Background: an optimization exercise with open tools, aiming at small area, a short achievable clock period and few clock cycles per item. Do not read the settings as production practice.
RTL that was checked went through simulation tests only; none was proved equivalent to the original.
No activity file was given, so power comes from the tool's default toggle rates.

the previous run:
// band_topk_balanced_selector
module band_topk_balanced_selector (
    input  logic                 i_clk,
    input  logic                 i_rst_n,
    input  logic                 i_in_valid,
    output logic                 o_in_ready,
    input  logic [33:0]          i_in_data,
    output logic                 o_out_valid,
    input  logic                 i_out_ready,
    output logic [18:0]          o_out_data,
    input  logic                 i_cfg_valid,
    output logic                 o_cfg_ready,
    input  logic [bts_pkg::CFG_IDX_W-1:0] i_cfg_index,
    input  logic [bts_pkg::BAND_W-1:0]    i_cfg_data
);
clock: 8.0 ns
lec_check: 0
cap_margin: 20
core_margin: 2
core_utilization: 50
place_density: 0.7
setup_slack_margin: 4.75
slew_margin: 20
run.sh (not shown) runs the stock make flow with config.mk's settings and CLKGATE_MAP_FILE= SYNTH_SCRIPT=/design/flow/synth_recipe.tcl, a recipe that flattens the netlist after the stock synthesis.
The previous run | status: complete | timing, DRC, antenna: pass
Testbench counts of the previous run, summed over its fixed seeds: cycles 7,246, items 4,800.
Here is what was changed in the inputs of the current run compared with the previous run.
- SETUP_SLACK_MARGIN changed from 4.75 to 5.0
- CORE_UTILIZATION changed from 50 to 60
==> comparison <==
The previous run → the current run: multi-input combinational cell count has remained practically unchanged; first-iteration DRC count has increased. Changes observed in the current run relative to the previous run: critical path depth shows a reduction of 2, area after synthesis shows no meaningful change, via count shows an increase of 279, slack of the critical path shows an increase of 190 ps.


== run A ==
Another version of the RTL of band_topk_balanced_selector (not shown whole).
Size: roughly 4800 cells after synthesis, ~1100 flip-flops, roughly 77 I/O pins.
clock: 8.0 ns
lec_check: 0
cap_margin: 20
core_margin: 2
core_utilization: 40
setup_slack_margin: 4.0
slew_margin: 20
Both conditions hold for run A: the flow ran to the end and the final layout passed the timing, design-rule and antenna checks.
Testbench counts of run A, summed over its fixed seeds: cycles 7,246, items 4,800.
--- input diff run A..run B ---
Settings: CORE_UTILIZATION changed from 40 to 60; SETUP_SLACK_MARGIN changed from 4.0 to 5.0.
==> results.txt <==
Re violation count after the first detailed-routing iteration: run B and run A aren't equal, and the lower value belongs to run A. Between run B and run A, it is run B whose global-route usage is higher, by 13 points. Logic depth of the worst path, buffers included, run B and run A: smaller value in run A. Of the two candidates, run A has the better static leakage power and run B the worse one. Taking run A as the reference, in run B number of clock-tree buffers in the layout increased by about 2% relative to the old numbers, wire length of the first global-routing pass down about 3%. Of the two values seen for worst-path cell with the longest stage delay, clkinvlp_4 was produced by run A and edfxtp_1 by run B. Diff run A -> run B: weighted congestion at the end of routability-driven global placement down 1.2%; slack of the critical path up 390 ps; proportion of layout cells with a drive suffix above 1 up 12 points; leftover overflow at the end of global routing flat.


Another version of the RTL of band_topk_balanced_selector (not shown whole).
For scale: roughly 4,800 cells after synthesis, roughly 77 I/O pins, ~54,000 sq um of cells after synthesis.
export LEC_CHECK = 0
export CAP_MARGIN = 20
export CORE_MARGIN = 2
export CORE_UTILIZATION = 50
export SETUP_SLACK_MARGIN = 4.5
export SLEW_MARGIN = 20
create_clock -name core_clock -period 8.0 [get_ports {i_clk}]
The first run completed with no timing, DRC or antenna violations.
==> next run, changes <==
- PLACE_DENSITY: unset -> 0.7
- SETUP_SLACK_MARGIN: 4.5 -> 5.0
Result: The new run completed without violations. Wire length goes up by about 1%. Register-to-register slack gets better by 140 ps. Power goes up by about 2.6%. Sequential cell count does not change. Die area stays the same. Worst setup slack gets better by 140 ps. Design area goes up by 6.2%.
Function was not checked in any run of this note: the RTL went through the layout flow alone.


Setup of amber:
band_topk_balanced_selector with an RTL version that a note above also has.
Size: ~4700 cells after synthesis, ~77 I/O pins, about 54000 um^2 of cells after synthesis.
Design band_topk_balanced_selector, start of the top module:
module band_topk_balanced_selector (
    input  logic                 i_clk,
    input  logic                 i_rst_n,
    input  logic                 i_in_valid,
    output logic                 o_in_ready,
    input  logic [33:0]          i_in_data,
    output logic                 o_out_valid,
    input  logic                 i_out_ready,
    output logic [18:0]          o_out_data,
    input  logic                 i_cfg_valid,
    output logic                 o_cfg_ready,
    input  logic [bts_pkg::CFG_IDX_W-1:0] i_cfg_index,
    input  logic [bts_pkg::BAND_W-1:0]    i_cfg_data
);
export LEC_CHECK = 0
export CAP_MARGIN = 20
export CORE_MARGIN = 2
export CORE_UTILIZATION = 50
export SETUP_SLACK_MARGIN = 4.5
export SLEW_MARGIN = 20
create_clock -name core_clock -period 8.0 [get_ports {i_clk}]
Testbench counts of amber, summed over its fixed seeds: cycles 7,246, items 4,800.
--- input diff amber..tundra ---
# amber
export LEC_CHECK = 0
export CAP_MARGIN = 20
export CORE_MARGIN = 2
export CORE_UTILIZATION = 50
export SETUP_SLACK_MARGIN = 4.5
export SLEW_MARGIN = 20
create_clock -name core_clock -period 8.0 [get_ports {i_clk}]
# tundra
export LEC_CHECK = 0
export CAP_MARGIN = 20
export CORE_MARGIN = 2
export CORE_UTILIZATION = 50
export GPL_ROUTABILITY_DRIVEN = 0
export PLACE_DENSITY = 0.7
export SETUP_SLACK_MARGIN = 5.0
export SLEW_MARGIN = 20
create_clock -name core_clock -period 8.0 [get_ports {i_clk}]
==> results.txt <==
- tundra: no failed stages, no open violations at the end
- When the final numbers for amber and tundra were put side by side, the combinational share of power turned out to be greater in tundra.
- For remaining global-route overflow, tundra and amber come out practically identical.
- tundra vs. amber: share of post-route cells with drive strength above 1 went up, setup slack after layout went up, total power went down, total cell area at the placement stage did not really move.
- Final area, amber and tundra: smaller value in amber
- amber → tundra: final critical delay including setup and external delays shrank by 390 ps, overall track demand over capacity in global routing +0.25 points.
- Via count: tundra > amber
- Sequential share of layout area for tundra is lower than for amber.
- A worst setup path startpoint of r_dbusy is what amber shows, while r_in_key[0] belongs to tundra.
--- input diff tundra..cedar ---
# tundra
export LEC_CHECK = 0
export CAP_MARGIN = 20
export CORE_MARGIN = 2
export CORE_UTILIZATION = 50
export GPL_ROUTABILITY_DRIVEN = 0
export PLACE_DENSITY = 0.7
export SETUP_SLACK_MARGIN = 5.0
export SLEW_MARGIN = 20
create_clock -name core_clock -period 8.0 [get_ports {i_clk}]
# cedar
export LEC_CHECK = 0
export CAP_MARGIN = 20
export CORE_MARGIN = 2
export CORE_UTILIZATION = 50
export CTS_BUF_LIST = sky130_fd_sc_hd__clkbuf_8 sky130_fd_sc_hd__clkbuf_4
export CTS_CLUSTER_SIZE = 30
export PLACE_DENSITY = 0.7
export SETUP_SLACK_MARGIN = 5.0
export SLEW_MARGIN = 20
create_clock -name core_clock -period 8.0 [get_ports {i_clk}]
Results
cedar | status: complete | timing, DRC, antenna: pass
In cedar, the maximum frequency came out about 2% below the value in tundra.
Delta (cedar minus tundra): non-clock buffer count picked up an extra about 11%, number of buffer and inverter instances along the worst setup path lost 5, area of the die neither gained nor lost much.
Compared with tundra, in cedar cell depth of the worst setup path lost 13, number of cells upsized or downsized after cts saw an increase, global-route wire length before repair grew by 9700 um, sequential share of cell area decreased by 0.33 points relative to the old numbers, synthesized-area fraction occupied by and/or/nand/nor cells held.
Diff tundra -> cedar | total design power | up slightly
Of the two values seen for critical path class, flip-flop to flip-flop was produced by tundra and flip-flop to primary output by cedar.
Post-route worst hold slack (lower): cedar
Here is what was changed in the inputs of juniper compared with cedar.
# cedar
export LEC_CHECK = 0
export CAP_MARGIN = 20
export CORE_MARGIN = 2
export CORE_UTILIZATION = 50
export CTS_BUF_LIST = sky130_fd_sc_hd__clkbuf_8 sky130_fd_sc_hd__clkbuf_4
export CTS_CLUSTER_SIZE = 30
export PLACE_DENSITY = 0.7
export SETUP_SLACK_MARGIN = 5.0
export SLEW_MARGIN = 20
create_clock -name core_clock -period 8.0 [get_ports {i_clk}]
# juniper
export LEC_CHECK = 0
export CAP_MARGIN = 20
export CORE_MARGIN = 2
export CORE_UTILIZATION = 50
export PLACE_DENSITY = 0.7
export SETUP_SLACK_MARGIN = 5.0
export SLEW_MARGIN = 20
create_clock -name core_clock -period 8.0 [get_ports {i_clk}]
Findings:
- Changes observed in juniper relative to cedar: routed wirelength normalized by instance count climbed 0.29 um; detailed route wirelength on metal2 dropped 1100 um; power share of the combinational group dropped 0.2 points; worst hold slack climbed 5.5 ps.
- There was hardly any difference in worst-case register-to-register setup slack between cedar and juniper.

-- separate check: timing with driven ports --
No port has a modelled driver above. Below, the same layouts with a new extraction and two added sets of constraints. Step 1, drivers: a clkbuf_16 drives i_clk and a buf_2 each remaining input, both assumed. Step 2, shift: input delay + t, output delay - t, t = (earliest + latest rising clock arrival at the registers) / 2. This alone moves slack from input paths to output paths. a / b / c = no drivers / after step 1 / after step 2; a / b = the first two.
run	t, ns	slack for setup (ns)	hold slack, ns	worst data-port slew with drivers (ns)
the previous run	0.784	4.714 / 4.714 / 4.104	0.419 / 0.419 / 0.419	0.05
the current run	0.804	4.899 / 4.899 / 4.354	0.410 / 0.410 / 0.410	0.07
run A	0.819	3.934 / 3.934 / 3.740	0.417 / 0.417 / 0.417	0.07
run B	0.798	4.320 / 4.320 / 4.237	0.409 / 0.409 / 0.409	0.06
the first run of note 3	0.800	4.445 / 4.445 / 4.025	0.417 / 0.417 / 0.417	0.06
the second run of note 3	0.791	4.586 / 4.586 / 4.396	0.420 / 0.420 / 0.420	0.05
amber	0.801	4.533 / 4.533 / 3.969	0.406 / 0.406 / 0.406	0.07
tundra	0.807	4.928 / 4.928 / 4.368	0.417 / 0.417 / 0.417	0.04
cedar	0.979	4.866 / 4.792 / 4.197	0.411 / 0.411 / 0.411	0.04
juniper	0.805	4.896 / 4.896 / 4.332	0.417 / 0.417 / 0.417	0.04
After both steps setup and hold are still met in every run listed. The setup slack of cedar, which loses most, moves by -0.074 ns with the drivers and by -0.669 ns with both steps.
